From an optimization exercise on the open Yosys and OpenROAD flow, aimed at small area, a short achievable clock period and few clock cycles per item; shortcuts taken in it are not production practice. RTL that was checked went through simulation tests only; none was proved equivalent to the original.

==> module fft_top, before the edit <==
module fft_top (
	input  logic             i_clk,
	input  logic             i_arst_n,
	input  logic             i_in_valid,
	output logic             o_in_ready,
	input  fft_pkg::sample_t i_in_re,
	input  fft_pkg::sample_t i_in_im,
	output logic             o_out_valid,
	input  logic             i_out_ready,
	output fft_pkg::sample_t o_out_re,
	output fft_pkg::sample_t o_out_im,
	output logic             o_out_last
);
	localparam fft_pkg::addr_t LAST = fft_pkg::addr_t'(16 - 1);
	localparam fft_pkg::addr_t LB   = fft_pkg::addr_t'(fft_pkg::LAT_B);
	localparam fft_pkg::addr_t EARLY = fft_pkg::addr_t'(10);
	fft_pkg::addr_t wcnt;
	logic           wpar;
	logic           avail;      
	logic           in_rdy;
	fft_pkg::addr_t pos;        
	logic           rpar;
	logic           adv;        
	logic [2:0]     sc;         
	logic           cur_data;   
	logic           ft_a, ft_b, ft_c;  
	logic           skid_full_next;
	fft_pkg::addr_t ra_n;       
	logic [16-1:0] rsel, rsel_n;  
	logic           take, wdone, boundary, data_now, rdone, start, early, have;
	fft_pkg::addr_t pos_rev;
	logic           push;
	fft_pkg::addr_t wcnt_n, pos_n;
	logic           wpar_n, rpar_n, avail_n, cur_data_n;
	logic           ft_a_n, ft_b_n, ft_c_n;
	logic [2:0]     sc_n;
	logic           active_n, adv_n, reading_n, in_rdy_n, empty;
	logic           av0, av1, adv0, adv1, rdy0, rdy1;
	fft_pkg::addr_t wa_n;
	logic [16-1:0] wsel, wsel_n;  
	logic           ev, ev_n, ex_last, ex_last_n;
	always_comb begin
		take     = i_in_valid & in_rdy;
		wdone    = take & (wcnt == LAST);
		boundary = (pos == '0);
		early = ~avail & (wcnt >= EARLY);
		for (int i = 0; i < 4; i++) begin
			pos_rev[i] = pos[4-1-i];
		end
		have     = avail | (wcnt > pos_rev);
		data_now = (boundary ? (avail | early) : cur_data) & have;
		rdone    = adv & data_now & (pos == LAST);
		start    = adv & boundary;
		wcnt_n     = wcnt + fft_pkg::addr_t'(take);
		wpar_n     = wpar ^ wdone;
		rpar_n     = rpar ^ rdone;
		avail_n    = wdone | (avail & ~rdone);
		pos_n      = pos + fft_pkg::addr_t'(adv);
		cur_data_n = adv ? data_now : cur_data;
		ft_a_n     = cur_data_n;
		ft_b_n     = start ? ft_a  : ft_b;
		ft_c_n     = start ? ft_b  : ft_c;
		push = adv & ev;
		if (pos_n == '0 || pos_n >= LB) begin
			ev_n = ft_b_n;
		end else begin
			ev_n = ft_c_n;
		end
		ex_last_n = ((pos_n - LB) == LAST);
		empty = boundary & ~ft_a & ~ft_b;
		if (adv || empty) begin
			sc_n = '0;
		end else begin
			sc_n = sc + 3'd1;
		end
		reading_n = (pos_n == '0) ? av0 : cur_data_n;
		av0  = avail & ~rdone;
		av1  = (wcnt == LAST) | av0;
		adv0 = ((pos_n != '0) | av0 | ft_a_n | ft_b_n | (wcnt >= EARLY))
			& ~skid_full_next & (sc_n == '0);
		adv1 = ((pos_n != '0) | av1 | ft_a_n | ft_b_n | ((wcnt + 4'd1) >= EARLY))
			& ~skid_full_next & (sc_n == '0);
		rdy0 = ~av0 | (reading_n & ((pos_n > wcnt) | ((pos_n == wcnt) & adv0)));
		rdy1 = ~av1 | (((pos_n == '0) ? av1 : cur_data_n)
			& ((pos_n > (wcnt + 4'd1)) | ((pos_n == (wcnt + 4'd1)) & adv1)));
		adv_n    = take ? adv1 : adv0;
		in_rdy_n = take ? rdy1 : rdy0;
		for (int i = 0; i < 4; i++) begin
			ra_n[i] = rpar_n ? pos_n[i] : pos_n[4-1-i];
			wa_n[i] = wpar_n ? wcnt_n[4-1-i] : wcnt_n[i];
		end
		for (int i = 0; i < 16; i++) begin
			wsel_n[i] = (wa_n == fft_pkg::addr_t'(i));
			rsel_n[i] = (ra_n == fft_pkg::addr_t'(i));
		end
	end
	always_ff @(posedge i_clk or negedge i_arst_n) begin
		if (!i_arst_n) begin
			wcnt     <= '0;
			wpar     <= 1'b0;
			rpar     <= 1'b0;
			avail    <= 1'b0;
			pos      <= '0;
			cur_data <= 1'b0;
			ft_a     <= 1'b0;
			ft_b     <= 1'b0;
			ft_c     <= 1'b0;
			sc       <= '0;
			adv      <= 1'b0;
			in_rdy   <= 1'b0;
			rsel     <= 16'(1);
			wsel     <= 16'(1);
			ev       <= 1'b0;
			ex_last  <= 1'b0;
		end else begin
			wcnt     <= wcnt_n;
			wpar     <= wpar_n;
			rpar     <= rpar_n;
			avail    <= avail_n;
			pos      <= pos_n;
			cur_data <= cur_data_n;
			ft_a     <= ft_a_n;
			ft_b     <= ft_b_n;
			ft_c     <= ft_c_n;
			sc       <= sc_n;
			adv      <= adv_n;
			in_rdy   <= in_rdy_n;
			rsel     <= rsel_n;
			wsel     <= wsel_n;
			ev       <= ev_n;
			ex_last  <= ex_last_n;
		end
	end
	assign o_in_ready = in_rdy;
	fft_pkg::cpx_t rd_data, pipe_out;
	fft_loader u_loader (
		.i_clk    (i_clk),
		.i_wr_en  (take),
		.i_wr_sel (wsel),
		.i_in_re  (i_in_re),
		.i_in_im  (i_in_im),
		.i_rd_sel (rsel),
		.o_rd_data(rd_data)
	);
	fft_engine u_engine (
		.i_clk (i_clk),
		.i_adv (adv),
		.i_pos_n (pos_n),
		.i_x   (rd_data),
		.o_y   (pipe_out)
	);
	fft_unloader u_unloader (
		.i_clk            (i_clk),
		.i_arst_n         (i_arst_n),
		.i_push           (push),
		.i_data           (pipe_out),
		.i_last           (ex_last),
		.o_skid_full_next (skid_full_next),
		.o_out_valid      (o_out_valid),
		.i_out_ready      (i_out_ready),
		.o_out_re         (o_out_re),
		.o_out_im         (o_out_im),
		.o_out_last       (o_out_last)
	);
endmodule
export LEC_CHECK = 0
export CAP_MARGIN = 20
export CORE_MARGIN = 2
export CORE_UTILIZATION = 50
export SLEW_MARGIN = 20
create_clock -name core_clock -period 13.5 [get_ports {i_clk}]
standard.sh (not shown) runs the stock make flow with config.mk's settings and CLKGATE_MAP_FILE= SYNTH_SCRIPT=/design/flow/synth_recipe.tcl, a recipe that flattens the netlist after the stock synthesis.
==> flow/flow/run.sh <==
#!/bin/bash
# Standard layout, with the timing repair aiming for more setup slack than
# the clock period needs.
set -e
cd "$(dirname "$0")/.."
export SETUP_SLACK_MARGIN=9.5
bash standard.sh > standard.log 2>&1
Testbench counts at the start, summed over its fixed seeds: cycles 1,296, frames 64.
Change:
--- a/flow/design.v
+++ b/flow/design.v
@@ -434,5 +434,4 @@
 	localparam fft_pkg::addr_t LAST = fft_pkg::addr_t'(16 - 1);
 	localparam fft_pkg::addr_t LB   = fft_pkg::addr_t'(fft_pkg::LAT_B);
-	localparam fft_pkg::addr_t EARLY = fft_pkg::addr_t'(10);
 	fft_pkg::addr_t wcnt;
 	logic           wpar;
@@ -448,6 +447,5 @@
 	fft_pkg::addr_t ra_n;       
 	logic [16-1:0] rsel, rsel_n;  
-	logic           take, wdone, boundary, data_now, rdone, start, early, have;
-	fft_pkg::addr_t pos_rev;
+	logic           take, wdone, boundary, data_now, rdone, start;
 	logic           push;
 	fft_pkg::addr_t wcnt_n, pos_n;
@@ -464,10 +462,5 @@
 		wdone    = take & (wcnt == LAST);
 		boundary = (pos == '0);
-		early = ~avail & (wcnt >= EARLY);
-		for (int i = 0; i < 4; i++) begin
-			pos_rev[i] = pos[4-1-i];
-		end
-		have     = avail | (wcnt > pos_rev);
-		data_now = (boundary ? (avail | early) : cur_data) & have;
+		data_now = boundary ? avail : cur_data;
 		rdone    = adv & data_now & (pos == LAST);
 		start    = adv & boundary;
@@ -477,6 +470,6 @@
 		avail_n    = wdone | (avail & ~rdone);
 		pos_n      = pos + fft_pkg::addr_t'(adv);
-		cur_data_n = adv ? data_now : cur_data;
-		ft_a_n     = cur_data_n;
+		cur_data_n = start ? avail : cur_data;
+		ft_a_n     = start ? avail : ft_a;
 		ft_b_n     = start ? ft_a  : ft_b;
 		ft_c_n     = start ? ft_b  : ft_c;
@@ -497,8 +490,6 @@
 		av0  = avail & ~rdone;
 		av1  = (wcnt == LAST) | av0;
-		adv0 = ((pos_n != '0) | av0 | ft_a_n | ft_b_n | (wcnt >= EARLY))
-			& ~skid_full_next & (sc_n == '0);
-		adv1 = ((pos_n != '0) | av1 | ft_a_n | ft_b_n | ((wcnt + 4'd1) >= EARLY))
-			& ~skid_full_next & (sc_n == '0);
+		adv0 = ((pos_n != '0) | av0 | ft_a_n | ft_b_n) & ~skid_full_next & (sc_n == '0);
+		adv1 = ((pos_n != '0) | av1 | ft_a_n | ft_b_n) & ~skid_full_next & (sc_n == '0);
 		rdy0 = ~av0 | (reading_n & ((pos_n > wcnt) | ((pos_n == wcnt) & adv0)));
 		rdy1 = ~av1 | (((pos_n == '0) ? av1 : cur_data_n)
After rerunning: The new run ran to the end with no violations; synthesized cell count rose by 1.1%; critical path depth stays the same; design area went up by 0.37%; global-route usage fell by 0.22 points; die area rises by 0.33%; worst setup slack degrades by 0.11 ns.
For the second run of this note, only the layout was checked, not whether the RTL still works.

-- port drivers added, routing unchanged --
The flow's constraints put no driver on any port. The routed layouts listed below were extracted and timed again, unchanged, in two steps. Step 1 assumes that a clkbuf_16 drives the clock port and a buf_2 every other input. Step 2 also shifts input and output timing later by t, the mid clock arrival at the registers, as if the neighbouring blocks saw the same clock. Slacks: ideal ports / drivers / drivers and shift; pairs: ideal ports / drivers.
| run | t (ns) | setup slack, ns | worst hold slack (ns) | worst data-port slew with drivers (ns) | cell pins on the clock port's net |
|---|---|---|---|---|---|
| the first run | 0.873 | 9.419 / 9.344 / 8.970 | 0.304 / 0.304 / 0.304 | 0.13 | 1 |
| the second run | 0.885 | 9.312 / 9.236 / 8.849 | 0.316 / 0.316 / 0.316 | 0.12 | 1 |
After both steps every run listed still meets setup and hold. The setup slack of the second run, which loses most, moves by -0.076 ns with the drivers and by -0.463 ns with both steps.
